Source: an optimization exercise on an open RTL-to-GDS flow (aim: small area, a short achievable clock period and few clock cycles). Production flows keep margins and buffers that such runs may drop.
In this exercise RTL edits were held to simulation tests only and were not proved equivalent to the original.
Power and IR drop assume default switching activity.

<file path="flow/design.v">
`default_nettype none
package mold_pkg;
	typedef struct packed {
		logic                    valid;
		logic                    last;
		logic [8-1:0] keep;
		logic [64-1:0] data;
	} axis_beat_t;
	typedef struct packed {
		logic [80-1:0] sid;
		logic [64-1:0] seq;
		logic [16-1:0]  msg_cnt;
	} mold_header_t;
	typedef struct packed {
		logic [4-1:0]  cnt;
		logic [64-1:0] data;
	} byte_push_t;
	typedef struct packed {
		logic                    valid;
		logic                    start;
		logic                    last;
		logic [8-1:0] mask;
		logic [64-1:0] data;
	} mold_word_t;
	typedef struct packed {
		logic [80-1:0] sid;
		logic [64-1:0] seq;
	} mold_id_t;
endpackage
`default_nettype wire
`timescale 1ns/1ps
`default_nettype none
module moldudp64_rx_top
(
	input  wire        clk,
	input  wire        nreset,
	input  wire        s_tvalid,
	input  wire        s_tlast,
	input  wire [7:0]  s_tkeep,
	input  wire [63:0] s_tdata,
	output logic       s_tready,
	output logic       msg_valid,
	output logic       msg_start,
	output logic       msg_last,
	output logic [7:0] msg_mask,
	output logic [63:0] msg_data,
	output logic [79:0] msg_sid,
	output logic [63:0] msg_seq
);
localparam logic [2:0] M_H0 = 3'd0;    
localparam logic [2:0] M_H1 = 3'd1;    
localparam logic [2:0] M_H2 = 3'd2;    
localparam logic [2:0] M_LEN = 3'd3;   
localparam logic [2:0] M_BODY = 3'd4;  
logic [2:0]  mode_q;
logic [63:0] w0_q;
logic [3:0]  c_q;       
logic [15:0] rem_q;     
logic [3:0]  lw_q;      
logic [3:0]  np_q;      
logic        npok_q;    
logic [3:0]  lsel_q;    
logic        lastw_q;   
logic        zl_q;      
logic        first_q;   
logic [15:0] cnt_q;     
logic        lastmsg_q;
logic        fresh_q;   
logic        want_q;    
logic        need_q;    
logic        hold_q;    
logic [79:0] sid_q;
logic [63:0] seq_q;
logic        iv_q;
logic        inomsg_q;
logic [63:0] in_q;
logic        ov_q, os_q, ol_q;
logic [7:0]  om_q;
logic [63:0] od_q;
logic [7:0]  win [0:15];
logic [7:0]  in_z_q, in_le8_q, w0_z_q, w0_le8_q;
logic [15:0] win_z;     
logic [15:0] win_le8;   
always_comb begin
	for (int i = 0; i < 8; i++) begin
		win[i]   = w0_q[8*i +: 8];
		win[i+8] = in_q[8*i +: 8];
	end
	win_z   = {in_z_q, w0_z_q};
	win_le8 = {in_le8_q, w0_le8_q};
end
logic [127:0] win_flat;
logic [63:0]  word;
assign win_flat = {in_q, w0_q};
assign word = win_flat[{c_q[2:0], 3'b000} +: 64];
logic [7:0]  winn [0:15];
logic [15:0] winn_le8;
logic [15:0] winn_z;
always_comb begin
	for (int i = 0; i < 15; i++) begin
		winn[i]     = win[i+1];
		winn_le8[i] = win_le8[i+1];
		winn_z[i]   = win_z[i+1];
	end
	winn[15]     = 8'd0;
	winn_le8[15] = 1'b0;
	winn_z[15]   = 1'b0;
end
logic [15:0] lfield;
logic        lf_zero;
logic        lf_le8;
logic [7:0]  lf_hi;
always_comb begin
	if (mode_q == M_LEN)
		lf_hi = word[7:0];
	else if (mode_q == M_H2)
		lf_hi = in_q[39:32];
	else
		lf_hi = 8'h00;
end
assign lfield  = {lf_hi, winn[lsel_q]};
assign lf_zero = win_z[lsel_q] & winn_z[lsel_q];
assign lf_le8  = win_z[lsel_q] & winn_le8[lsel_q];
logic [15:0] hcnt;
logic        nomsg;
assign hcnt  = {in_q[23:16], in_q[31:24]};
assign nomsg = inomsg_q;
logic       emit;
logic       seq_evt;
logic       load_len;
logic       msg_end;
logic [2:0] mode_n;
logic [4:0] cn;        
always_comb begin
	emit     = 1'b0;
	seq_evt  = 1'b0;
	load_len = 1'b0;
	msg_end  = 1'b0;
	mode_n   = mode_q;
	cn       = {1'b0, c_q};
	case (mode_q)
		M_H0: mode_n = M_H1;
		M_H1: mode_n = M_H2;
		M_H2: begin
			if (nomsg) begin
				mode_n = M_H0;
			end else begin
				load_len = 1'b1;
				mode_n   = M_BODY;
				cn       = 5'd14;
			end
		end
		M_LEN: begin
			if (!c_q[3]) begin
				load_len = 1'b1;
				mode_n   = M_BODY;
				cn       = {1'b0, c_q} + 5'd2;
			end
		end
		default: begin
			if (c_q[3]) begin
			end else if (zl_q) begin
				seq_evt = 1'b1;
				msg_end = 1'b1;
				if (lastmsg_q) begin
					if (c_q == 4'd0) begin
						mode_n = M_H1;
					end else begin
						mode_n = M_H0;
						cn     = 5'd8;
					end
				end else begin
					mode_n = M_LEN;
				end
			end else if (!lastw_q) begin
				emit    = 1'b1;
				seq_evt = first_q;
				cn      = {1'b0, c_q} + 5'd8;
			end else begin
				emit    = 1'b1;
				seq_evt = first_q;
				msg_end = 1'b1;
				if (lastmsg_q) begin
					mode_n = M_H0;
					cn     = (np_q > 4'd8) ? 5'd16 : 5'd8;
				end else begin
					load_len = 1'b1;
					if (np_q >= 4'd14 || !win_z[lsel_q]) begin
						mode_n = M_LEN;
						cn     = {1'b0, np_q};
					end else begin
						cn     = {1'b0, np_q} + 5'd2;
					end
				end
			end
		end
	endcase
end
logic act;
logic accept;
assign act      = !hold_q && (!need_q || iv_q);
assign accept   = want_q && iv_q;
assign s_tready = !iv_q || want_q;
always_ff @(posedge clk) begin
	if (!nreset)
		iv_q <= 1'b0;
	else if (s_tready)
		iv_q <= s_tvalid;
end
always_ff @(posedge clk) begin
	if (s_tready && s_tvalid) begin
		in_q <= s_tdata;
		inomsg_q <= s_tlast && !s_tkeep[4];
		for (int i = 0; i < 8; i++) begin
			in_z_q[i]   <= (s_tdata[8*i +: 8] == 8'd0);
			in_le8_q[i] <= (s_tdata[8*i +: 8] <= 8'd8);
		end
	end
end
logic [2:0] mode_adv;
always_comb begin
	mode_adv = mode_n;
	if (mode_n == M_H0 && accept && mode_q == M_BODY && cn == 5'd8)
		mode_adv = M_H1;
end
logic [4:0] c_adv;
assign c_adv = accept ? cn - 5'd8 : cn;
logic [2:0] mode_d;
logic [3:0] c_d;
logic       lastw_d;
logic       zl_d;
logic       lastmsg_d;
logic       npok_d;
logic [3:0] np_src;
always_comb begin
	mode_d    = mode_q;
	c_d       = c_q;
	lastw_d   = lastw_q;
	zl_d      = zl_q;
	lastmsg_d = lastmsg_q;
	if (act) begin
		mode_d = mode_adv;
		c_d    = c_adv[3:0];
		if (emit && !lastw_q)
			lastw_d = (rem_q <= 16'd16);
		if (load_len) begin
			lastw_d = lf_le8;
			zl_d    = lf_zero;
		end
		if (msg_end)
			lastmsg_d = (cnt_q == 16'd2);
		if (mode_q == M_H2)
			lastmsg_d = (hcnt == 16'd1);
	end
	npok_d = !(act && load_len);
	np_src = c_q[3] ? lw_q : c_q + lw_q;
end
logic want_d, need_d, hold_d;
logic hz_next;   
assign hz_next = accept ? (np_src[0] ? win_z[15] : win_z[14])
                        : (np_src[0] ? win_z[7]  : win_z[6]);
always_comb begin
	want_d = 1'b1;
	need_d = 1'b1;
	hold_d = 1'b0;
	if (mode_d == M_H0 || mode_d == M_H1 || mode_d == M_H2 || c_d[3]) begin
		want_d = 1'b1;
		need_d = 1'b1;
	end else if (mode_d == M_LEN) begin
		want_d = (c_d >= 4'd6);
		need_d = (c_d == 4'd7);
	end else if (!npok_d) begin
		want_d = !lastw_d;
		need_d = !lastw_d && (c_d != 4'd0);
		hold_d = lastw_d;
	end else if (zl_d) begin
		want_d = lastmsg_d && (c_d != 4'd0);
		need_d = 1'b0;
	end else if (!lastw_d) begin
		want_d = 1'b1;
		need_d = (c_d != 4'd0);
	end else if (lastmsg_d) begin
		want_d = 1'b1;
		need_d = (np_src > 4'd8);
	end else begin
		want_d = (np_src >= 4'd8) || ((np_src >= 4'd6) && hz_next);
		need_d = (np_src >= 4'd7);
	end
end
logic [3:0] lsel_d;
always_comb begin
	if (mode_d == M_H2)
		lsel_d = 4'd12;
	else if (mode_d == M_LEN)
		lsel_d = c_d;
	else
		lsel_d = np_src;
end
always_ff @(posedge clk) begin
	if (!nreset) begin
		mode_q <= M_H0;
		ov_q   <= 1'b0;
		want_q <= 1'b1;
		need_q <= 1'b1;
		hold_q <= 1'b0;
	end else begin
		mode_q <= mode_d;
		ov_q   <= act && emit;
		want_q <= want_d;
		need_q <= need_d;
		hold_q <= hold_d;
	end
end
always_ff @(posedge clk) begin
	if (accept) begin
		w0_q     <= in_q;
		w0_z_q   <= in_z_q;
		w0_le8_q <= in_le8_q;
	end
	c_q       <= c_d;
	lastw_q   <= lastw_d;
	zl_q      <= zl_d;
	lastmsg_q <= lastmsg_d;
	npok_q    <= npok_d;
	np_q      <= np_src;
	lsel_q    <= lsel_d;
	if (act) begin
		if (emit) begin
			first_q <= 1'b0;
			if (!lastw_q)
				rem_q <= rem_q - 16'd8;
		end
		if (load_len) begin
			rem_q   <= lfield;
			lw_q    <= (lfield[2:0] == 3'd0) ? 4'd8 : {1'b0, lfield[2:0]};
			first_q <= 1'b1;
		end
		if (msg_end)
			cnt_q <= cnt_q - 16'd1;
		if (mode_q == M_H2)
			cnt_q <= hcnt;
	end
end
always_ff @(posedge clk) begin
	if (act) begin
		if (mode_q == M_H1) begin
			sid_q        <= {w0_q[7:0], w0_q[15:8], w0_q[23:16], w0_q[31:24],
			                 w0_q[39:32], w0_q[47:40], w0_q[55:48], w0_q[63:56],
			                 in_q[7:0], in_q[15:8]};
			seq_q[63:16] <= {in_q[23:16], in_q[31:24], in_q[39:32],
			                 in_q[47:40], in_q[55:48], in_q[63:56]};
		end else if (mode_q == M_H2) begin
			seq_q[15:0] <= {in_q[7:0], in_q[15:8]};
			fresh_q     <= 1'b1;
		end else if (seq_evt) begin
			if (!fresh_q)
				seq_q <= seq_q + 64'd1;
			fresh_q <= 1'b0;
		end
	end
end
always_ff @(posedge clk) begin
	os_q <= first_q;
	ol_q <= lastw_q;
	od_q <= word;
	for (int i = 0; i < 8; i++)
		om_q[i] <= !lastw_q || (i < lw_q);
end
assign msg_valid = ov_q;
assign msg_start = os_q;
assign msg_last  = ol_q;
assign msg_mask  = om_q;
assign msg_data  = od_q;
assign msg_sid   = sid_q;
assign msg_seq   = seq_q;
endmodule
`default_nettype wire
</file>
<file path="flow/flow/run.sh">
#!/bin/bash
# Layout: the standard flow (standard.sh, all steps to finish), with
# sky130_fd_sc_hd__buf_1 as the cell that buffers each input and output port.
# The full output of the run goes to standard.log in this folder; ORFS keeps
# each step's own log under orfs/logs.
set -uo pipefail
export BUFFER_PORTS_ARGS="-buffer_cell sky130_fd_sc_hd__buf_1"
bash standard.sh > standard.log 2>&1
status=$?
tail -n 20 standard.log
exit $status
</file>
<file path="flow/standard.sh">
#!/bin/bash
# synth_recipe.tcl (not shown) runs the flow's synth.tcl, then flattens the netlist and writes it again
# the make line also repeats each setting of config.mk as NAME=value (left out here)
make -C /OpenROAD-flow-scripts/flow DESIGN_CONFIG=/design/flow/config.mk WORK_HOME=/design/flow/orfs CLKGATE_MAP_FILE= SYNTH_SCRIPT=/design/flow/synth_recipe.tcl "${@:-finish}"
</file>
<file path="flow/config.mk">
export PLATFORM = sky130hd
export DESIGN_NAME = moldudp64_rx_top
export DESIGN_NICKNAME = moldudp64_rx_top
export VERILOG_FILES = /design/flow/design.v
export SDC_FILE = /design/flow/constraint.sdc
export NUM_CORES = 4
export LEC_CHECK = 0
export CAP_MARGIN = 20
export CORE_MARGIN = 2
export CORE_UTILIZATION = 60
export SETUP_SLACK_MARGIN = 4.0
export SLEW_MARGIN = 20
</file>
<file path="flow/constraint.sdc">
create_clock -name core_clock -period 6.5 [get_ports {clk}]
set_input_delay 1.3000 -clock core_clock [delete_from_list [all_inputs] [get_ports {clk}]]
set_output_delay 1.3000 -clock core_clock [all_outputs]
set_load 0.01 [all_outputs]
</file>
==> results by group, run 1 <==
Run status
  • Status: finished clean

Global route
  • First-pass GRT wire length: 98.4 mm
  • Initial antenna violation count: 5
  • GRT Util Overall: 37.0%
  • Vias in the first global route: 15406
  • Grt ovf: 0
  • Pin count of the biggest net entering global routing: 89

Drt
  • Routed Wire Length: 69.4 mm
  • Drt wl/cell: 26.1 um
  • Via density: 6.44
  • Via count: 17134
  • Starting DRT DRC Count: 2210
  • Antenna viol nets, final: 0
  • Residual DRC: 0
  • Initial DRT Pass Iterations: 5

Worst setup path
  • Worst r2r src: lsel_q[1]
  • Crit path buf inv count: 1
  • Slowest cell delay on critical path: 0.43 ns
  • Data required time of the worst path: 6.92 ns
  • Critical Path, Cell by Cell: buf_12 -> mux2i_2 -> a221o_1 -> o22a_4 -> o211a_4 -> or4_4 -> nand3_4 -> nand4bb_1 -> o311ai_2
  • CP Capture Type: flip-flop
  • Setup Crit Path Kind: reg -> reg
  • Worst path slowest cell: or4_4
  • Crit-path leading delay family: compound AO/OA/AOI/OAI gates
  • Reg2Reg Setup Slack: 3.91 ns
  • Cells on worst reg2reg path: 9
  • CP arrival: 3.02 ns
  • Worst-path maximum fanout: 7
  • FF-to-FF End: need_q
  • Startpoint Class: flip-flop

Timing
  • Fmax: 386 MHz
  • Worst slew pin tran: 1.10 ns
  • Final Critical Period: 2.59 ns
  • Max-slew violations: 0
  • Fin crit share: 39.9%
  • Final Hold Vio Count: 0
  • Worst Clk Skew: 0.0196 ns
  • Finish-stage setup viols: 0
  • RSZ-0062 raised after global routing: true
  • Hold Slack: 0.448 ns
  • Relative slew slack: 27.0%
  • Setup TNS: 0 ns

Synthesis
  • Main combinational cell family by area after synthesis: simple AND/OR/NAND/NOR gates
  • Post-synthesis register bit count: 439
  • Post-synthesis compound-gate area fraction: 11.8%
  • Simple logic cell fraction of the synthesized area: 12.8%
  • EDFF count, synth: 342
  • Cell variety after synth: 79
  • Cells after Synth: 1806
  • Synth Area in XOR/XNOR: 3.62%
  • Mapped Area: 20800 um2
  • Avg Inst Size Synth: 11.5 um2
  • Syn Nets: 1892
  • Post-Synth Adder-Cell Area: 0.638%
  • Mux share of post-synthesis cell area: 9.56%
  • Ys Warns: 3
  • Ys flop type: edfxtp_1
  • Seq/Total Area, Yosys: 58.8%
  • Fraction of registers with async set/reset: 0%

Clock tree
  • Clock latency (worst-skew pair): 0.56 ns
  • Worst-path clk slew: 0.07 ns
  • CTS H-tree lvls: 2
  • TritonCTS clock tree: built
  • Hold-fix buffers, CTS: 0
  • Max Root-Sink Buffers: 3
  • Root Buffer Master: clkbuf_16
  • TritonCTS Sinks: 439
  • CTS buffer count: 44

Floorplanning
  • FP Rows: 68
  • Die Height: 190 um
  • Die area: 36100 um2
  • Initial Utilization: 60.6%
  • Die X: 190 um
  • # IOs: 296
  • Core outline area: 34300 um2

Pwr
  • PwrDens: 413 nW/um2
  • NetSw: 0.00382 W
  • Leakage: 8.70 nW
  • Reg power frac: 37.3%
  • Internal: 0.00667 W
  • Comb pwr share: 37.7%
  • Maximum vdd drop: 0.000274 V
  • Clock power share: 25.0%
  • Sw Share: 36.4%

Flow run
  • Count of max-cap constraint violations: 0

Final layout
  • Layout area overhead: 22.1%
  • Share of cells above drive strength 1: 17.4%
  • Most frequent cells in the layout: 342 x edfxtp_1, 282 x buf_1, 203 x nand2_1
  • Commonest non-fill, non-tap cell in the layout: edfxtp_1
  • Total Nets Final: 2257
  • Ant diodes: 0
  • Filler cells: 2362

Min path
  • Hold path start: in_le8_q[5]
  • Worst Hold Path Cells: 0
  • Hold Crit Class: reg -> reg
  • Worst Hold Path EP: w0_le8_q[5]

Placed design
  • PortBufs: 288
  • GP Congestion: 0.953
  • DP HPWL: 45.5 mm
==> logic make-up (layout without fill, tap and decap cells) <==
group,after synthesis,count (layout)
fa+ha+maj,10,10
buf+inv,145,543
compound gates,401,401
simple gates,564,567
flops,439,439
xor+xnor,86,86
mux,161,161
==> state kept, by name (all words and copies together) (netlist names), 7 cells and up <==
signal	count
om_q	8
w0_z_q	8
seq_q	64
w0_le8_q	7
w0_q	64
od_q	64
in_le8_q	8
in_z_q	8
in_q	64
rem_q	16
sid_q	80
cnt_q	16
==> Yosys cell counts, types with 19 or more instances <==
cell      number  area [um2]
a21oi_1       95         475
clkbuf_1      78         293
dfxtp_1       97        1940
edfxtp_1     342       10300
inv_1         37         139
mux2_2        40         450
mux2i_1       95         951
mux4_2        26         586
nand2_1      206         773
nand3_1       42         210
nand4_1       21         131
nor2_1       142         533
nor2b_1       19         119
nor3_1        31         155
o21ai_0      161         806
xnor2_1       47         412
xor2_1        39         342
==> cell type report <==
class	count	area, um2	share of cell area (%)
clock buffer	57	1270	5.02
clock inverter	25	241	0.952
inverter	39	158	0.621
multi-input combinational	1225	8450	33.3
sequential	439	12300	48.3
tap	455	569	2.24
timing repair buffer	422	2430	9.59
==> routing by layer <==
layer  part of all wire (%)  routed length, um  GRT usage, %  vias to the layer above
met4                    5.6               3900          17.5                        4
met1                     38              26700          52.1                     8175
met2                     43              30100          54.6                     1270
met5                  0.039                 27             0                        -
li1                       -                  -             -                     7473
met3                     13               8710          8.74                      212
==> power groups by stage <==
stage / clock, W / combinational, W / sequential (W)
2_1_floorplan: 0 / 0.00220 / 0.00389
3_3_place_gp: 0 / 0.00303 / 0.00396
3_5_place_dp: 0 / 0.00305 / 0.00398
4_1_cts: 0.00264 / 0.00354 / 0.00393
5_1_grt: 0.00274 / 0.00419 / 0.00393
6_report: 0.00263 / 0.00395 / 0.00391
==> through the flow <==
step           cells  worst slack [ns]  utilization, %  area (um2)  total power [W]
6_report        2662              3.91            74.0       25400           0.0105
2_1_floorplan   1806              3.72               -       20900          0.00609
5_1_grt         2662              3.85            74.0       25400           0.0109
4_1_cts         2595              3.85            71.6       24500           0.0101
3_3_place_gp    2459              2.69            64.7       22200          0.00699
3_5_place_dp    2460              2.63            64.7       22200          0.00703
==> timing repair <==
item	CTS	global route
gates cloned	7	4
resized for setup	77	66
setup buffers	46	63
pin swaps	20	28
endpoints found under the setup margin	316	98
==> worst reg2reg max path, cell delays in order (launching register included) <==
cell and delay (ns):
dfxtp_4 0.36, buf_12 0.13, mux2i_2 0.16, a221o_1 0.42, o22a_4 0.29, o211a_4 0.28
or4_4 0.43, nand3_4 0.12, nand4bb_1 0.16, o311ai_2 0.10
==> worst max-delay path by stage <==
stage / startpoint / end / depth (start not counted)
3_3_place_gp: mode_q[0] / want_q / 10
3_5_place_dp: mode_q[0] / want_q / 10
2_1_floorplan: mode_q[2] / seq_q[16] / 8
4_1_cts: mode_q[2] / want_q / 9
5_1_grt: c_q[3] / want_q / 11
6_report: lsel_q[1] / need_q / 9
Testbench counts, summed over its fixed seeds: cycles 15,562.
==> run 2, diff against run 1 <==
--- a/flow/design.v
+++ b/flow/design.v
@@ -89,10 +89,14 @@
 	win_z   = {in_z_q, w0_z_q};
 	win_le8 = {in_le8_q, w0_le8_q};
 end
-logic [127:0] win_flat;
+logic [135:0] win_flat;
 logic [63:0]  word;
-assign win_flat = {in_q, w0_q};
-assign word = win_flat[{c_q[2:0], 3'b000} +: 64];
+assign win_flat = {8'h00, in_q, w0_q};
+logic [103:0] word_s4;
+logic [79:0]  word_s2;
+assign word_s4 = c_q[2] ? win_flat[135:32] : win_flat[103:0];
+assign word_s2 = c_q[1] ? word_s4[95:16] : word_s4[79:0];
+assign word    = c_q[0] ? word_s2[71:8] : word_s2[63:0];
 logic [7:0]  winn [0:15];
 logic [15:0] winn_le8;
 logic [15:0] winn_z;
==> run 2 against run 1 <==
Net effect:
- hold slack better by 0.0030 ns
- critical path depth up 1
- still clean
- synthesized area down 2.6%
- first-iteration DRC count up 1.2%
- global-route usage up 0.45 points
- via count down 4.7%
- routed wire length down 2.4%
- cell count down 3.9%
- largest cell class unchanged
- total power down 18%
==> results by group, run 2 <==
Run status
  • Status: finished clean

Worst setup path
  • Worst r2r src: lsel_q[1]
  • FF-to-FF End: need_q
  • Critical Path, Cell by Cell: buf_12 -> mux2i_1 -> a22oi_2 -> nand3b_1 -> buf_4 -> a31oi_1 -> a211oi_2 -> o211ai_2 -> or3b_1 -> o221ai_1
  • Worst path slowest cell: or3b_1
  • CP arrival: 3.23 ns (+0.21 ns)
  • CP Capture Type: flip-flop
  • Crit-path leading delay family: compound AO/OA/AOI/OAI gates
  • Worst-path maximum fanout: 10 (+3)
  • Slowest cell delay on critical path: 0.48 ns (+0.05 ns)
  • Data required time of the worst path: 7.00 ns (+0.08 ns)
  • Setup Crit Path Kind: reg -> reg
  • Startpoint Class: flip-flop
  • Reg2Reg Setup Slack: 3.77 ns (-0.14 ns)
  • Crit path buf inv count: 2 (+1)
  • Cells on worst reg2reg path: 10 (+1)

Floorplanning
  • Core outline area: 33400 um2 (-2.7%)
  • FP Rows: 67 (-1.5%)
  • # IOs: 296 (unchanged)
  • Die X: 188 um (-1.3%)
  • Die area: 35200 um2 (-2.5%)
  • Die Height: 188 um (-1.3%)
  • Initial Utilization: 60.7% (about the same)

Timing
  • Max-slew violations: 0 (unchanged)
  • Finish-stage setup viols: 0 (unchanged)
  • RSZ-0062 raised after global routing: true
  • Final Critical Period: 2.73 ns (+0.143 ns)
  • Worst slew pin tran: 1.04 ns (-0.0503 ns)
  • Relative slew slack: 30.3% (+3.4 points)
  • Final Hold Vio Count: 0 (unchanged)
  • Fin crit share: 42.1% (+2.2 points)
  • Hold Slack: 0.451 ns (+0.00303 ns)
  • Worst Clk Skew: 0.0128 ns (-0.00676 ns)
  • Fmax: 366 MHz (-5.2%)
  • Setup TNS: 0 ns (unchanged)

Pwr
  • Reg power frac: 42.1% (+4.8 points)
  • Sw Share: 32.5% (-3.9 points)
  • Maximum vdd drop: 0.000255 V (-7.0%)
  • Internal: 0.00580 W (-13%)
  • Comb pwr share: 27.7% (-10 points)
  • PwrDens: 351 nW/um2 (-15%)
  • Clock power share: 30.3% (+5.3 points)
  • NetSw: 0.00280 W (-27%)
  • Leakage: 8.72 nW (+0.22%)

Drt
  • Drt wl/cell: 26.5 um (+1.6%)
  • Via density: 6.38 (-0.82%)
  • Starting DRT DRC Count: 2236 (+1.2%)
  • Residual DRC: 0 (unchanged)
  • Via count: 16336 (-4.7%)
  • Initial DRT Pass Iterations: 7 (+2)
  • Antenna viol nets, final: 0 (unchanged)
  • Routed Wire Length: 67.8 mm (-2.4%)

Global route
  • First-pass GRT wire length: 96.4 mm (-2.0%)
  • Initial antenna violation count: 1 (-4)
  • Grt ovf: 0 (unchanged)
  • GRT Util Overall: 37.5% (+0.45 points)
  • Vias in the first global route: 14837 (-3.7%)
  • Pin count of the biggest net entering global routing: 98 (+10%)

Placed design
  • DP HPWL: 45.4 mm (about the same)
  • Dpl cells: 2377 (-3.4%)
  • GP Congestion: 0.938 (-1.6%)
  • PortBufs: 288 (unchanged)

Final layout
  • Filler cells: 2376 (+0.59%)
  • Most flops, register: sid_q
  • Ant diodes: 0 (unchanged)
  • Commonest non-fill, non-tap cell in the layout: edfxtp_1
  • Finished Core Util: 73.5% (-0.54 points)
  • Most frequent cells in the layout: 342 x edfxtp_1, 275 x buf_1, 167 x nand2_1
  • Total Nets Final: 2161 (-4.3%)
  • Share of cells above drive strength 1: 17.1% (-0.30 points)
  • Area of the multi-input gates: 7840 um2 (-7.3%)
  • Max FFs per register: 80 (unchanged)
  • Seq. cell area: 12200 um2 (about the same)
  • Post-route insts no fill: 2559 (-3.9%)
  • Layout area overhead: 21.1%

Clock tree
  • Hold-fix buffers, CTS: 0 (unchanged)
  • Root Buffer Master: clkbuf_16
  • Clock latency (worst-skew pair): 0.58 ns (+0.02 ns)
  • TritonCTS Sinks: 439 (unchanged)
  • CTS buffer count: 45 (+2.3%)
  • CTS H-tree lvls: 2 (unchanged)
  • TritonCTS clock tree: built
  • Worst-path clk slew: 0.07 ns (about the same)
  • Max Root-Sink Buffers: 3 (unchanged)

Min path
  • Hold path start: w0_q[1]
  • Worst Hold Path EP: sid_q[73]
  • Hold Crit Class: reg -> reg
  • Worst Hold Path Cells: 0 (unchanged)

Synthesis
  • Seq/Total Area, Yosys: 60.3% (+1.6 points)
  • Avg Inst Size Synth: 11.8 um2 (+2.9%)
  • Cells after Synth: 1709 (-5.4%)
  • Mapped Area: 20200 um2 (-2.6%)
  • Top-count cell post-synth: edfxtp_1
  • Synth top cells by count: 342 x edfxtp_1, 171 x nand2_1, 131 x o21ai_0
  • Synth top area share: 50.7% (+1.3 points)
  • Ys flop type: edfxtp_1
  • Syn Nets: 1795 (-5.1%)
  • Leading area contributor after synthesis: edfxtp_1
  • Ys Warns: 3 (unchanged)
  • Cell variety after synth: 79 (unchanged)
  • Synth area leaders: edfxtp_1 51%, dfxtp_1 9.6%, mux2i_1 6.0%
  • Post-synthesis register bit count: 439 (unchanged)
  • EDFF count, synth: 342 (unchanged)
  • Fraction of registers with async set/reset: 0% (unchanged)

Flow run
  • Count of max-cap constraint violations: 0 (unchanged)
==> run 2: changes by cell type after synthesis, moves of 9 or more <==
| cell | change |
|---|---|
| a21oi_1 | +14 |
| clkbuf_1 | -22 |
| mux2_2 | +22 |
| mux2i_1 | +26 |
| mux4_2 | -19 |
| nand2_1 | -35 |
| nor2_1 | -17 |
| o211ai_1 | -9 |
| o21ai_0 | -30 |
==> run 2: logic make-up (layout without fill, tap and decap cells) <==
kind of cell | count (synthesis) | after routing | share of synthesized area, %
xor+xnor | 87 | 87 | 3.76
mux | 191 | 191 | 10.3
flops | 439 | 439 | 60.3
buf+inv | 121 | 522 | 2.49
fa+ha+maj | 10 | 10 | 0.655
simple gates | 511 | 512 | 12.1
compound gates | 350 | 350 | 10.3
==> run 2: how the worst max path moves through the flow <==
stage / startpoint / end / slack [ns] / cells after the start
after global routing: lastmsg_q / need_q / 3.68 / 9
after detailed placement: mode_q[2] / want_q / 2.96 / 9
after global placement: mode_q[2] / want_q / 2.98 / 9
final: lsel_q[1] / need_q / 3.77 / 10
after CTS: lsel_q[1] / need_q / 3.84 / 10
after floorplan: iv_q / want_q / 3.81 / 8
==> run 2: layout make-up <==
type	instances	share of cell area, %
clock inverters	27	1.02
clock buffers	56	5.06
well taps	448	2.29
flip-flops and latches	439	50.0
repair inverters	1	0.0204
multi-input cells	1150	32.0
repair buffers	408	9.20
inverters	30	0.490
==> run 2: worst register-to-register path: stages, from the launching register on <==
cell	delay, ns
dfxtp_4	0.36
buf_12	0.14
mux2i_1	0.37
a22oi_2	0.17
nand3b_1	0.17
buf_4	0.14
a31oi_1	0.11
a211oi_2	0.29
o211ai_2	0.23
or3b_1	0.48
o221ai_1	0.19
==> run 2: power groups by stage <==
stage | registers (W) | logic (W) | clock network (W)
final | 0.00361 | 0.00238 | 0.00260
after global routing | 0.00363 | 0.00251 | 0.00272
after CTS | 0.00360 | 0.00229 | 0.00261
after detailed placement | 0.00370 | 0.00199 | 0
after global placement | 0.00369 | 0.00198 | 0
after floorplan | 0.00365 | 0.00134 | 0
==> run 2: per-stage QoR <==
stage	cell area, um2	power (W)	setup WS, ns
global placement	21700	0.00566	2.98
detailed placement	21700	0.00568	2.96
global route	24500	0.00886	3.68
floorplan	20300	0.00499	3.81
finish	24500	0.00859	3.77
CTS	24100	0.00851	3.84
==> run 2: metal layers <==
layer	GRT usage [%]	routed length, um
met5	0	0
met4	15.5	3350
met3	10.4	9080
met2	56.3	29700
met1	51.8	25700
==> run 2: timing repair <==
| item | 4_1_cts | 5_1_grt |
|---|---|---|
| endpoints found under the setup margin | 277 | 119 |
| gates resized for setup | 75 | 42 |
| gates cloned | 5 | 2 |
| setup buffers | 63 | 29 |
| pin swaps | 16 | 5 |
Testbench counts of run 2, summed over its fixed seeds: cycles 15,562.
==> run 3, diff against run 2 <==
==> flow/flow/run.sh (replaced) <==
#!/bin/bash
# Layout: the standard flow (standard.sh, all steps to finish), with
# - sky130_fd_sc_hd__buf_1 as the cell that buffers each input and output port;
# - clock tree synthesis on larger sink clusters driven by clkbuf_16 cells,
#   without dummy loads (the other CTS options are the standard ones).
# The full output of the run goes to standard.log in this folder; ORFS keeps
# each step's own log under orfs/logs.
set -uo pipefail
export BUFFER_PORTS_ARGS="-buffer_cell sky130_fd_sc_hd__buf_1"
export CTS_ARGS="-sink_clustering_enable -repair_clock_nets -dont_use_dummy_load -sink_clustering_size 25 -sink_clustering_max_diameter 60 -buf_list {sky130_fd_sc_hd__clkbuf_16}"
bash standard.sh > standard.log 2>&1
status=$?
tail -n 20 standard.log
exit $status
==> run 3 against run 2 <==
Net effect:
- total power is 8.3% lower
- critical endpoint is now want_q
- clock power is about 30% lower
- highest routed layer unchanged
- count of clock-buffer cells in the layout is 22 lower
- cell count is 2.6% lower
- flip-flop and latch count stayed put
- maximum frequency is 1.2% lower
- routed wire length is 2.1% lower
==> results by group, run 3 <==
Run status
  • Status: finished clean

Drt
  • Starting DRT DRC Count: 2002 (-10%)
  • Antenna viol nets, final: 0 (unchanged)
  • Drt wl/cell: 26.6 um (+0.49%)
  • Initial DRT Pass Iterations: 6 (-1)
  • Routed Wire Length: 66.3 mm (-2.1%)
  • M1 WL: 25.3 mm (-1.6%)
  • Met3 wire length: 9.06 mm (-0.24%)
  • Residual DRC: 0 (unchanged)
  • Wire length on met2: 28.9 mm (-2.5%)
  • Via count: 15942 (-2.4%)
  • Via density: 6.40 (+0.21%)
  • Top sig layer: met4

Final layout
  • Total Nets Final: 2132 (-1.3%)
  • Ant diodes: 0 (unchanged)
  • Most frequent cells in the layout: 342 x edfxtp_1, 281 x buf_1, 166 x nand2_1
  • Commonest non-fill, non-tap cell in the layout: edfxtp_1
  • Max FFs per register: 80 (unchanged)
  • Finished Core Util: 71.4% (-2.0 points)
  • Most flops, register: sid_q
  • Share of cells above drive strength 1: 14.8% (-2.3 points)
  • Layout area overhead: 17.7%
  • Filler cells: 2456 (+3.4%)
  • Post-route insts no fill: 2492 (-2.6%)

Synthesis
  • EDFF count, synth: 342 (unchanged)
  • Seq/Total Area, Yosys: 60.3% (unchanged)
  • Avg Inst Size Synth: 11.8 um2 (unchanged)
  • Leading area contributor after synthesis: edfxtp_1
  • Synth top area share: 50.7% (unchanged)
  • Post-synthesis register bit count: 439 (unchanged)
  • Top-count cell post-synth: edfxtp_1
  • Synth top cells by count: 342 x edfxtp_1, 171 x nand2_1, 131 x o21ai_0
  • Mapped Area: 20200 um2 (unchanged)
  • Cells after Synth: 1709 (unchanged)
  • Ys flop type: edfxtp_1
  • Syn Nets: 1795 (unchanged)
  • Ys Warns: 3 (unchanged)
  • Fraction of registers with async set/reset: 0% (unchanged)
  • Synth area leaders: edfxtp_1 51%, dfxtp_1 9.6%, mux2i_1 6.0%
  • Cell variety after synth: 79 (unchanged)

Timing
  • Max-slew violations: 0 (unchanged)
  • Fin crit share: 42.6% (+0.51 points)
  • RSZ-0062 raised after global routing: true
  • Final Hold Vio Count: 0 (unchanged)
  • Worst slew pin tran: 1.05 ns (+0.000369 ns)
  • Fmax: 361 MHz (-1.2%)
  • Worst Clk Skew: 0.0548 ns (+0.0420 ns)
  • Relative slew slack: 30.3% (about the same)
  • PnR worst setup slack: 3.73 ns (-0.0332 ns)
  • Setup TNS: 0 ns (unchanged)
  • Finish-stage setup viols: 0 (unchanged)
  • Final Critical Period: 2.77 ns (+0.0332 ns)

Global route
  • Grt ovf: 0 (unchanged)
  • Initial antenna violation count: 0 (-1)
  • First-pass GRT wire length: 95.0 mm (-1.4%)
  • GRT Util Overall: 36.7% (-0.75 points)
  • Pin count of the biggest net entering global routing: 98 (unchanged)
  • Vias in the first global route: 14505 (-2.2%)

Worst setup path
  • FF-to-FF End: want_q
  • CP Capture Type: flip-flop
  • Data required time of the worst path: 6.88 ns (-0.12 ns)
  • Worst path slowest cell: or4_4
  • Worst-path maximum fanout: 10 (unchanged)
  • Crit-path leading delay family: simple AND/OR/NAND/NOR gates
  • Startpoint Class: flip-flop
  • Cells on worst reg2reg path: 10 (unchanged)
  • Slowest cell delay on critical path: 0.59 ns (+0.11 ns)
  • Reg2Reg Setup Slack: 3.73 ns (-0.03 ns)
  • CP arrival: 3.15 ns (-0.08 ns)
  • Critical Path, Cell by Cell: buf_12 -> mux2i_4 -> a221oi_2 -> nand3b_1 -> nand2_2 -> mux2i_2 -> o21ai_2 -> or4_4 -> o2111ai_1 -> nand3_1
  • Worst r2r src: lsel_q[1]
  • Crit path buf inv count: 1 (-1)
  • Setup Crit Path Kind: reg -> reg

Pwr
  • PwrDens: 330 nW/um2 (-5.7%)
  • Leakage: 8.34 nW (-4.4%)
  • Maximum vdd drop: 0.000235 V (-8.0%)

Placed design
  • Place WS: 2.96 ns (unchanged)
  • DP HPWL: 45.4 mm (unchanged)
  • GP Congestion: 0.938 (unchanged)
  • Dpl cells: 2377 (unchanged)
  • PortBufs: 288 (unchanged)

Clock tree
  • Clock latency (worst-skew pair): 0.54 ns (-0.04 ns)
  • TritonCTS Sinks: 439 (unchanged)
  • Hold-fix buffers, CTS: 0 (unchanged)
  • CTS H-tree lvls: 2 (unchanged)
  • Root Buffer Master: clkbuf_16
  • TritonCTS clock tree: built
  • Max Root-Sink Buffers: 3 (unchanged)
  • CTS buffer count: 34 (-24%)
  • Worst-path clk slew: 0.07 ns (about the same)

Floorplanning
  • Initial Utilization: 60.7% (unchanged)
  • Die X: 188 um (unchanged)
  • # IOs: 296 (unchanged)
  • Die area: 35200 um2 (unchanged)
  • FP Rows: 67 (unchanged)
  • Die Height: 188 um (unchanged)
  • Core outline area: 33400 um2 (unchanged)

Min path
  • Worst Hold Path EP: sid_q[76]
  • Hold Crit Class: reg -> reg
  • Worst Hold Path Cells: 0 (unchanged)
  • Hold path start: w0_q[4]

Flow run
  • Count of max-cap constraint violations: 0 (unchanged)
==> run 3: cell counts after synthesis <==
Identical to the previous run, type by type.
==> run 3: metal layers <==
metal	vias to the layer above	GRT usage, %
met5	-	0
li1	7017	-
met4	0	15.3
met1	7650	51.5
met2	1109	54.7
met3	166	9.79
==> run 3: area by class of cell <==
type	count	area, um2	area share (%)
Multi-Input combinational cell	1149	7850	32.9
Timing Repair Buffer	392	2210	9.29
Tap cell	448	561	2.35
Inverter	30	120	0.504
Clock buffer	34	851	3.57
Sequential cell	439	12200	51.4
==> run 3: worst max path at each step <==
stage	start	end	cells after the start
2_1_floorplan	iv_q	want_q	8
5_1_grt	lsel_q[1]	want_q	10
4_1_cts	lsel_q[1]	need_q	10
6_report	lsel_q[1]	want_q	10
3_3_place_gp	mode_q[2]	want_q	9
3_5_place_dp	mode_q[2]	want_q	9
==> run 3: power by group <==
part           total, W  switching [W]  internal [W]
combinational   0.00243        0.00145      0.000984
clock           0.00183       0.000906      0.000927
sequential      0.00361       0.000247       0.00336
==> run 3: through the flow <==
stage	hold WS, ns	area [um2]	power (W)
floorplan	0.343	20300	0.00499
global placement	0.435	21700	0.00566
detailed placement	0.433	21700	0.00568
CTS	0.437	23300	0.00774
global route	0.455	23800	0.00813
finish	0.440	23800	0.00788
==> run 3: kinds of logic after synthesis <==
group / after synthesis / share of synthesized area [%]
AND/OR/NAND/NOR: 511 / 12.1
flip-flops: 439 / 60.3
XOR/XNOR: 87 / 3.76
multiplexers: 191 / 10.3
AO/OA/AOI/OAI: 350 / 10.3
adder cells (fa/ha/maj): 10 / 0.655
buffers and inverters: 121 / 2.49
==> run 3: timing repair <==
action,4_1_cts,5_1_grt
resized for setup,78,49
pin swaps,18,18
setup buffers,35,39
setup endpoints to repair,240,109
gates cloned,6,1
==> run 4, diff against run 3 <==
--- a/flow/design.v
+++ b/flow/design.v
@@ -89,14 +89,10 @@
 	win_z   = {in_z_q, w0_z_q};
 	win_le8 = {in_le8_q, w0_le8_q};
 end
-logic [135:0] win_flat;
+logic [127:0] win_flat;
 logic [63:0]  word;
-assign win_flat = {8'h00, in_q, w0_q};
-logic [103:0] word_s4;
-logic [79:0]  word_s2;
-assign word_s4 = c_q[2] ? win_flat[135:32] : win_flat[103:0];
-assign word_s2 = c_q[1] ? word_s4[95:16] : word_s4[79:0];
-assign word    = c_q[0] ? word_s2[71:8] : word_s2[63:0];
+assign win_flat = {in_q, w0_q};
+assign word = win_flat[{c_q[2:0], 3'b000} +: 64];
 logic [7:0]  winn [0:15];
 logic [15:0] winn_le8;
 logic [15:0] winn_z;
==> run 4 against run 3 <==
Net effect:
- maximum frequency rose by 5.9%
- routed wire length rose by 2.9%
- highest routed layer unchanged
- combinational power rose by 61%
- first-iteration DRC count fell by 2.5%
- cell area rose by 2.9%
- largest power group is now combinational logic
- register-to-register slack improved by 0.15 ns
- critical endpoint unchanged
==> results by group, run 4 <==
Worst setup path
  • Reg2Reg Setup Slack: 3.89 ns (+0.15 ns)
  • Worst-path maximum fanout: 6 (-4)
  • Cells on worst reg2reg path: 13 (+3)
  • CP arrival: 3.04 ns (-0.11 ns)
  • Data required time of the worst path: 6.92 ns (+0.04 ns)
  • Startpoint Class: flip-flop
  • Setup Crit Path Kind: reg -> reg
  • CP Capture Type: flip-flop
  • FF-to-FF End: want_q
  • Worst r2r src: lsel_q[1]

Drt
  • Residual DRC: 0 (unchanged)
  • Drt wl/cell: 26.2 um (-1.5%)
  • Met3 wire length: 8.32 mm (-8.2%)
  • Starting DRT DRC Count: 1952 (-2.5%)
  • M1 WL: 26.6 mm (+5.1%)
  • Top sig layer: met4
  • Wire length on met2: 29.5 mm (+2.0%)
  • Via density: 6.49 (+1.5%)
  • Routed Wire Length: 68.3 mm (+2.9%)
  • Via count: 16904 (+6.0%)
  • Antenna viol nets, final: 0 (unchanged)
  • Initial DRT Pass Iterations: 7 (+1)

Timing
  • Worst Clk Skew: 0.0632 ns (+0.00837 ns)
  • RSZ-0062 raised after global routing: true
  • Fin crit share: 40.2% (-2.4 points)
  • PnR worst setup slack: 3.89 ns (+0.154 ns)
  • Fmax: 383 MHz (+5.9%)
  • Worst slew pin tran: 1.10 ns (+0.0519 ns)
  • Final Critical Period: 2.61 ns (-0.154 ns)
  • Max-slew violations: 0 (unchanged)
  • Final Hold Vio Count: 0 (unchanged)
  • Finish-stage setup viols: 0 (unchanged)
  • Setup TNS: 0 ns (unchanged)
  • Relative slew slack: 26.9% (-3.5 points)

Synthesis
  • Syn Nets: 1892 (+5.4%)
  • Top-count cell post-synth: edfxtp_1
  • Synth top area share: 49.4% (-1.3 points)
  • Fraction of registers with async set/reset: 0% (unchanged)
  • Seq/Total Area, Yosys: 58.8% (-1.6 points)
  • Cells after Synth: 1806 (+5.7%)
  • Ys flop type: edfxtp_1
  • Ys Warns: 3 (unchanged)
  • EDFF count, synth: 342 (unchanged)
  • Post-synthesis register bit count: 439 (unchanged)
  • Mapped Area: 20800 um2 (+2.7%)
  • Cell variety after synth: 79 (unchanged)
  • Leading area contributor after synthesis: edfxtp_1
  • Synth top cells by count: 342 x edfxtp_1, 206 x nand2_1, 161 x o21ai_0
  • Synth area leaders: edfxtp_1 49%, dfxtp_1 9.3%, mux2i_1 4.6%
  • Avg Inst Size Synth: 11.5 um2 (-2.8%)

Clock tree
  • Root Buffer Master: clkbuf_16
  • Worst-path clk slew: 0.08 ns (about the same)
  • Hold-fix buffers, CTS: 0 (unchanged)
  • Clock latency (worst-skew pair): 0.54 ns (about the same)
  • CTS buffer count: 35 (+2.9%)
  • Max Root-Sink Buffers: 3 (unchanged)
  • TritonCTS Sinks: 439 (unchanged)
  • CTS H-tree lvls: 2 (unchanged)
  • TritonCTS clock tree: built

Final layout
  • Share of cells above drive strength 1: 15.1% (+0.36 points)
  • Ant diodes: 0 (unchanged)
  • Commonest non-fill, non-tap cell in the layout: edfxtp_1
  • Max FFs per register: 80 (unchanged)
  • Most flops, register: sid_q
  • Layout area overhead: 18.0%
  • Most frequent cells in the layout: 342 x edfxtp_1, 287 x buf_1, 203 x nand2_1
  • Total Nets Final: 2236 (+4.9%)

Pwr
  • NetSw: 0.00359 W (+38%)
  • Reg power frac: 40.3% (-5.5 points)
  • Total power: 0.00968 W (+23%)
  • Maximum vdd drop: 0.000250 V (+6.6%)
  • Clock power share: 19.2% (-4.1 points)
  • PwrDens: 394 nW/um2 (+19%)
  • Comb pwr share: 40.6% (+9.7 points)
  • Leakage: 8.29 nW (-0.53%)
  • Sw Share: 37.1% (+4.1 points)
  • Internal: 0.00608 W (+15%)

Floorplanning
  • Die area: 36100 um2 (+2.6%)
  • Die X: 190 um (+1.3%)
  • Die Height: 190 um (+1.3%)
  • Core outline area: 34300 um2 (+2.8%)
  • # IOs: 296 (unchanged)
  • Initial Utilization: 60.6% (about the same)
  • FP Rows: 68 (+1.5%)

Global route
  • Initial antenna violation count: 2 (+2)
  • GRT Util Overall: 37.0% (+0.29 points)
  • First-pass GRT wire length: 98.0 mm (+3.2%)
  • Grt ovf: 0 (unchanged)
  • Pin count of the biggest net entering global routing: 89 (-9.2%)
  • Vias in the first global route: 15314 (+5.6%)

Placed design
  • PortBufs: 288 (unchanged)
  • Place WS: 2.63 ns (-0.331 ns)
  • DP HPWL: 45.5 mm (about the same)
  • GP Congestion: 0.953 (+1.6%)

Run status
  • Status: finished clean

Min path
  • Worst Hold Path Cells: 0 (unchanged)
  • Hold path start: w0_q[5]
  • Worst Hold Path EP: sid_q[77]
  • Hold Crit Class: reg -> reg

Flow run
  • Count of max-cap constraint violations: 0 (unchanged)
## run 4: power groups by stage
stage                     registers, W  logic, W  clock network, W
after global placement         0.00396   0.00303                 0
final                          0.00390   0.00392           0.00186
after CTS                      0.00390   0.00368           0.00187
after floorplan                0.00389   0.00220                 0
after global routing           0.00392   0.00418           0.00195
after detailed placement       0.00398   0.00305                 0
## run 4: metal layers
layer / up-vias / GRT usage [%]
li1: 7397 / -
met1: 8075 / 52.8
met2: 1208 / 55.5
met3: 224 / 7.10
met4: 0 / 16.7
met5: - / 0
## run 4: critical path: stages, from the launching register on
cell,delay [ns]
dfxtp_4,0.35
buf_12,0.14
buf_4,0.15
mux2_2,0.26
o22ai_4,0.08
buf_4,0.15
o22ai_4,0.29
nand2_2,0.12
a221o_1,0.35
buf_4,0.15
buf_4,0.12
a31oi_1,0.19
nor2_2,0.07
o211ai_1,0.09
## run 4: kinds of logic after synthesis
kind of cell    after synthesis  synth area share [%]
mux                         161                  9.56
fa+ha+maj                    10                 0.638
xor+xnor                     86                  3.62
buf+inv                     145                  2.79
simple gates                564                  12.8
flops                       439                  58.8
compound gates              401                  11.8
## run 4: worst max path at each step
stage	slack [ns]	start	endpoint
global placement	2.69	mode_q[0]	want_q
global route	3.82	c_q[3]	want_q
floorplan	3.72	mode_q[2]	seq_q[16]
CTS	3.87	mode_q[1]	want_q
finish	3.89	lsel_q[1]	want_q
detailed placement	2.63	mode_q[0]	want_q
## run 4: area by class of cell
| class | instances | area (um2) |
|---|---|---|
| Inverter | 39 | 161 |
| Sequential cell | 439 | 12200 |
| Fill cell | 2468 | 9760 |
| Timing Repair Buffer | 409 | 2250 |
| Multi-Input combinational cell | 1226 | 8420 |
| Clock buffer | 35 | 876 |
| Tap cell | 455 | 569 |
## run 4: per-stage QoR
stage          utilization, %  area [um2]  cells  hold WS, ns
2_1_floorplan               -       20900   1806        0.329
3_3_place_gp             64.7       22200   2459        0.430
3_5_place_dp             64.7       22200   2460        0.438
4_1_cts                  70.2       24100   2562        0.453
5_1_grt                  71.5       24500   2603        0.471
6_report                 71.5       24500   2603        0.457
## run 4: repair_timing
| item | in CTS | in global routing |
|---|---|---|
| buffers inserted | 58 | 41 |
| setup endpoints to repair | 302 | 65 |
| endpoints found under the hold margin | 0 | 0 |
| resized for setup | 91 | 42 |
| pin swaps | 30 | 17 |
| gates cloned | 9 | 0 |
Testbench counts of run 4, summed over its fixed seeds: cycles 15,562.
==> run 5, diff against run 4 <==
--- a/flow/design.v
+++ b/flow/design.v
@@ -78,7 +78,9 @@
 logic [7:0]  om_q;
 logic [63:0] od_q;
 logic [7:0]  win [0:15];
-logic [7:0]  in_z_q, in_le8_q, w0_z_q, w0_le8_q;
+logic [7:0]  in_hn_q, w0_hn_q;
+logic [15:0] win_hn;
+assign win_hn = {in_hn_q, w0_hn_q};
 logic [15:0] win_z;     
 logic [15:0] win_le8;   
 always_comb begin
@@ -86,13 +88,19 @@
 		win[i]   = w0_q[8*i +: 8];
 		win[i+8] = in_q[8*i +: 8];
 	end
-	win_z   = {in_z_q, w0_z_q};
-	win_le8 = {in_le8_q, w0_le8_q};
+	for (int i = 0; i < 16; i++) begin
+		win_z[i]   = win_hn[i] && (win[i][3:0] == 4'd0);
+		win_le8[i] = win_hn[i] && (!win[i][3] || win[i][2:0] == 3'd0);
+	end
 end
-logic [127:0] win_flat;
+logic [135:0] win_flat;
 logic [63:0]  word;
-assign win_flat = {in_q, w0_q};
-assign word = win_flat[{c_q[2:0], 3'b000} +: 64];
+assign win_flat = {8'h00, in_q, w0_q};
+logic [103:0] word_s4;
+logic [79:0]  word_s2;
+assign word_s4 = c_q[2] ? win_flat[135:32] : win_flat[103:0];
+assign word_s2 = c_q[1] ? word_s4[95:16] : word_s4[79:0];
+assign word    = c_q[0] ? word_s2[71:8] : word_s2[63:0];
 logic [7:0]  winn [0:15];
 logic [15:0] winn_le8;
 logic [15:0] winn_z;
@@ -211,10 +219,8 @@
 	if (s_tready && s_tvalid) begin
 		in_q <= s_tdata;
 		inomsg_q <= s_tlast && !s_tkeep[4];
-		for (int i = 0; i < 8; i++) begin
-			in_z_q[i]   <= (s_tdata[8*i +: 8] == 8'd0);
-			in_le8_q[i] <= (s_tdata[8*i +: 8] <= 8'd8);
-		end
+		for (int i = 0; i < 8; i++)
+			in_hn_q[i] <= (s_tdata[8*i+4 +: 4] == 4'd0);
 	end
 end
 logic [2:0] mode_adv;
@@ -314,8 +320,7 @@
 always_ff @(posedge clk) begin
 	if (accept) begin
 		w0_q     <= in_q;
-		w0_z_q   <= in_z_q;
-		w0_le8_q <= in_le8_q;
+		w0_hn_q  <= in_hn_q;
 	end
 	c_q       <= c_d;
 	lastw_q   <= lastw_d;
==> flow/flow/run.sh (replaced) <==
#!/bin/bash
# Layout: the standard flow (standard.sh, all steps to finish), with
# sky130_fd_sc_hd__buf_1 as the cell that buffers each input and output port.
# The full output of the run goes to standard.log in this folder; ORFS keeps
# each step's own log under orfs/logs.
set -uo pipefail
export BUFFER_PORTS_ARGS="-buffer_cell sky130_fd_sc_hd__buf_1"
bash standard.sh > standard.log 2>&1
status=$?
tail -n 20 standard.log
exit $status
--- a/flow/config.mk
+++ b/flow/config.mk
@@ -7,6 +7,6 @@
 export LEC_CHECK = 0
 export CAP_MARGIN = 20
 export CORE_MARGIN = 2
-export CORE_UTILIZATION = 60
+export CORE_UTILIZATION = 40
 export SETUP_SLACK_MARGIN = 4.0
 export SLEW_MARGIN = 20
==> run 5 against run 4 <==
Net effect:
- combinational power down 18%
- setup slack worse by 0.15 ns
- cell area up 5.1%
- critical path type unchanged
==> results by group, run 5 <==
Worst setup path
  • Data required time of the worst path: 6.95 ns (+0.03 ns)
  • Critical Path, Cell by Cell: nor4_4 -> nand3_2 -> a2111oi_4 -> buf_4 -> nor3_4 -> nand2_2 -> mux2i_2 -> o21ai_4 -> nor4_2 -> o221ai_1
  • Worst path slowest cell: edfxtp_1
  • Worst-path maximum fanout: 5 (-1)
  • Crit path buf inv count: 1 (-4)
  • Startpoint Class: flip-flop
  • Crit-path leading delay family: simple AND/OR/NAND/NOR gates
  • Slowest cell delay on critical path: 0.47 ns (+0.12 ns)
  • Setup Crit Path Kind: reg -> reg
  • CP Capture Type: flip-flop
  • CP arrival: 3.22 ns (+0.18 ns)

Timing
  • Fmax: 362 MHz (-5.4%)
  • Worst slew pin tran: 1.08 ns (-0.0181 ns)
  • RSZ-0062 raised after global routing: true
  • Relative slew slack: 28.1% (+1.2 points)
  • Setup TNS: 0 ns (unchanged)
  • Worst Clk Skew: 0.0251 ns (-0.0381 ns)
  • Fin crit share: 42.5% (+2.3 points)
  • Final Hold Vio Count: 0 (unchanged)
  • Final Critical Period: 2.76 ns (+0.150 ns)
  • Hold Slack: 0.451 ns (-0.00549 ns)
  • Finish-stage setup viols: 0 (unchanged)
  • Max-slew violations: 0 (unchanged)

Global route
  • Grt ovf: 0 (unchanged)
  • Vias in the first global route: 15929 (+4.0%)
  • Pin count of the biggest net entering global routing: 97 (+9.0%)
  • First-pass GRT wire length: 108 mm (+10%)
  • GRT Util Overall: 28.1% (-9.0 points)
  • Initial antenna violation count: 1 (-1)

Floorplanning
  • FP Rows: 82 (+21%)
  • # IOs: 296 (unchanged)
  • Die X: 229 um (+20%)
  • Initial Utilization: 40.4% (-20 points)
  • Die Height: 229 um (+20%)
  • Core outline area: 50000 um2 (+46%)
  • Die area: 52200 um2 (+45%)

Pwr
  • Total power: 0.00974 W (+0.68%)
  • Leakage: 9.33 nW (+12%)
  • Maximum vdd drop: 0.000286 V (+14%)
  • PwrDens: 378 nW/um2 (-4.2%)

Synthesis
  • Post-synthesis register bit count: 424 (-3.4%)
  • Synth top area share: 48.7% (-0.74 points)
  • EDFF count, synth: 327 (-4.4%)
  • Ys flop type: edfxtp_1
  • Cells after Synth: 1752 (-3.0%)
  • Seq/Total Area, Yosys: 58.3% (-0.46 points)
  • Top-count cell post-synth: edfxtp_1
  • Cell variety after synth: 87 (+10%)
  • Synth top cells by count: 327 x edfxtp_1, 205 x nand2_1, 137 x o21ai_0
  • Leading area contributor after synthesis: edfxtp_1
  • Avg Inst Size Synth: 11.5 um2 (about the same)
  • Synth area leaders: edfxtp_1 49%, dfxtp_1 9.6%, mux2i_1 5.8%
  • Ys Warns: 3 (unchanged)
  • Mapped Area: 20200 um2 (-2.9%)
  • Fraction of registers with async set/reset: 0% (unchanged)
  • Syn Nets: 1838 (-2.9%)

Clock tree
  • Hold-fix buffers, CTS: 0 (unchanged)
  • Max Root-Sink Buffers: 3 (unchanged)
  • Clock latency (worst-skew pair): 0.60 ns (+0.06 ns)
  • TritonCTS clock tree: built
  • Worst-path clk slew: 0.06 ns (-0.02 ns)
  • TritonCTS Sinks: 424 (-3.4%)
  • CTS buffer count: 47 (+34%)
  • Root Buffer Master: clkbuf_16
  • CTS H-tree lvls: 2 (unchanged)

Final layout
  • Total Nets Final: 2283 (+2.1%)
  • Layout area overhead: 27.8%
  • Finished Core Util: 51.6% (-20 points)
  • Share of cells above drive strength 1: 22.5% (+7.3 points)
  • Max FFs per register: 80 (unchanged)
  • Finished Cell Area: 25800 um2 (+5.1%)
  • Most flops, register: sid_q
  • Most frequent cells in the layout: 327 x edfxtp_1, 255 x buf_1, 199 x nand2_1
  • Commonest non-fill, non-tap cell in the layout: edfxtp_1

Placed design
  • DP HPWL: 51.1 mm (+12%)
  • Placed cell area: 22000 um2 (-0.70%)
  • PortBufs: 288 (unchanged)
  • GP Congestion: 0.939 (-1.5%)

Drt
  • Via density: 5.76 (-11%)
  • Antenna viol nets, final: 0 (unchanged)
  • Routed Wire Length: 75.8 mm (+11%)
  • Starting DRT DRC Count: 1924 (-1.4%)
  • Residual DRC: 0 (unchanged)
  • Via count: 16742 (-0.96%)
  • Drt wl/cell: 26.1 um (-0.59%)
  • Initial DRT Pass Iterations: 6 (-1)

Flow run
  • Count of max-cap constraint violations: 0 (unchanged)

Run status
  • Status: finished clean

Min path
  • Hold Crit Class: reg -> reg
-- run 5: cells by family (layout without fill, tap and decap cells) --
logic type | Yosys count | in the layout | synth area share [%]
AOI/OAI and AO/OA | 382 | 382 | 12.2
xor gates and xnor gates | 86 | 86 | 3.73
adders and majority gates | 10 | 10 | 0.657
buffers and inverters | 124 | 606 | 2.45
DFF | 424 | 424 | 58.3
muxes | 172 | 172 | 8.99
other | 0 | 1 | 0
and+or+nand+nor | 554 | 554 | 13.7
-- run 5: worst paths after layout --
| path | start | to | slack [ns] | depth (start not counted) |
|---|---|---|---|---|
| setup reg to reg | w0_q[0] | need_q | 3.74 | 10 |
| hold reg to reg | w0_q[31] | sid_q[55] | 0.45 | 0 |
| setup / recovery | w0_q[0] | need_q | 3.74 | 10 |
| hold / removal | w0_q[31] | sid_q[55] | 0.45 | 0 |
-- run 5: area by class of cell --
cell class	count	area [um2]
clock buffer	59	1330
sequential	424	11800
fill	4464	24200
multi-input combinational	1204	8520
clock inverter	27	300
inverter	30	129
tap	672	841
antenna	1	2.50
timing repair buffer	490	2870
-- run 5: where the power goes --
group | switching (W) | leakage (nW) | internal (W)
Clock | 0.00114 | 0.791 | 0.00166
Combinational | 0.00200 | 4.68 | 0.00120
Sequential | 0.000385 | 3.86 | 0.00336
-- run 5: per-stage QoR --
| step | std cells | setup slack (ns) |
|---|---|---|
| 2_1_floorplan | 1752 | 3.43 |
| 3_3_place_gp | 2647 | 2.67 |
| 3_5_place_dp | 2647 | 2.62 |
| 4_1_cts | 2857 | 3.82 |
| 5_1_grt | 2906 | 3.65 |
| 6_report | 2907 | 3.74 |
-- run 5: metal layers --
metal | up-vias | part of all wire [%] | GRT usage (%)
li1 | 7477 | - | -
met1 | 8239 | 41 | 38.3
met2 | 877 | 46 | 44.2
met3 | 149 | 9.0 | 5.38
met4 | 0 | 4.2 | 10.8
met5 | - | 0 | 0
-- run 5: timing repair --
item,4_1_cts,5_1_grt
gates resized for setup,123,92
pin swaps,27,34
gates cloned,1,0
buffers inserted,123,49
setup endpoints to repair,226,135
Testbench counts of run 5, summed over its fixed seeds: cycles 15,562.

-- afterwards: timing with drivers on the ports --
The results above use ideal ports. As a check the final layouts listed here were re-extracted and re-timed, cells and wires unchanged.
Step 1: set_driving_cell puts a clkbuf_16 on clk and a buf_2 on each other input, an assumption about the parent block.
Step 2 moves the port delays by t, midway between the first and last clock arrival at a register: inputs arrive t later, outputs are due t later. That takes back most of the time a late clock gives input paths.
a / b / c = no drivers / after step 1 / after step 2; a / b = the first two.
| run | t, ns | setup slack, ns | worst slew at a driven data input, ns |
|---|---|---|---|
| run 1 | 0.609 | 3.908 / 3.908 / 3.823 | 0.06 |
| run 2 | 0.631 | 3.765 / 3.765 / 3.765 | 0.07 |
| run 3 | 0.570 | 3.732 / 3.732 / 3.732 | 0.07 |
| run 4 | 0.562 | 3.886 / 3.886 / 3.819 | 0.06 |
| run 5 | 0.643 | 3.735 / 3.735 / 3.586 | 0.04 |
After both steps every run listed still meets setup and hold. For run 5, which loses most, drivers alone change the setup slack by 0.000 ns; drivers and shift together by -0.149 ns.
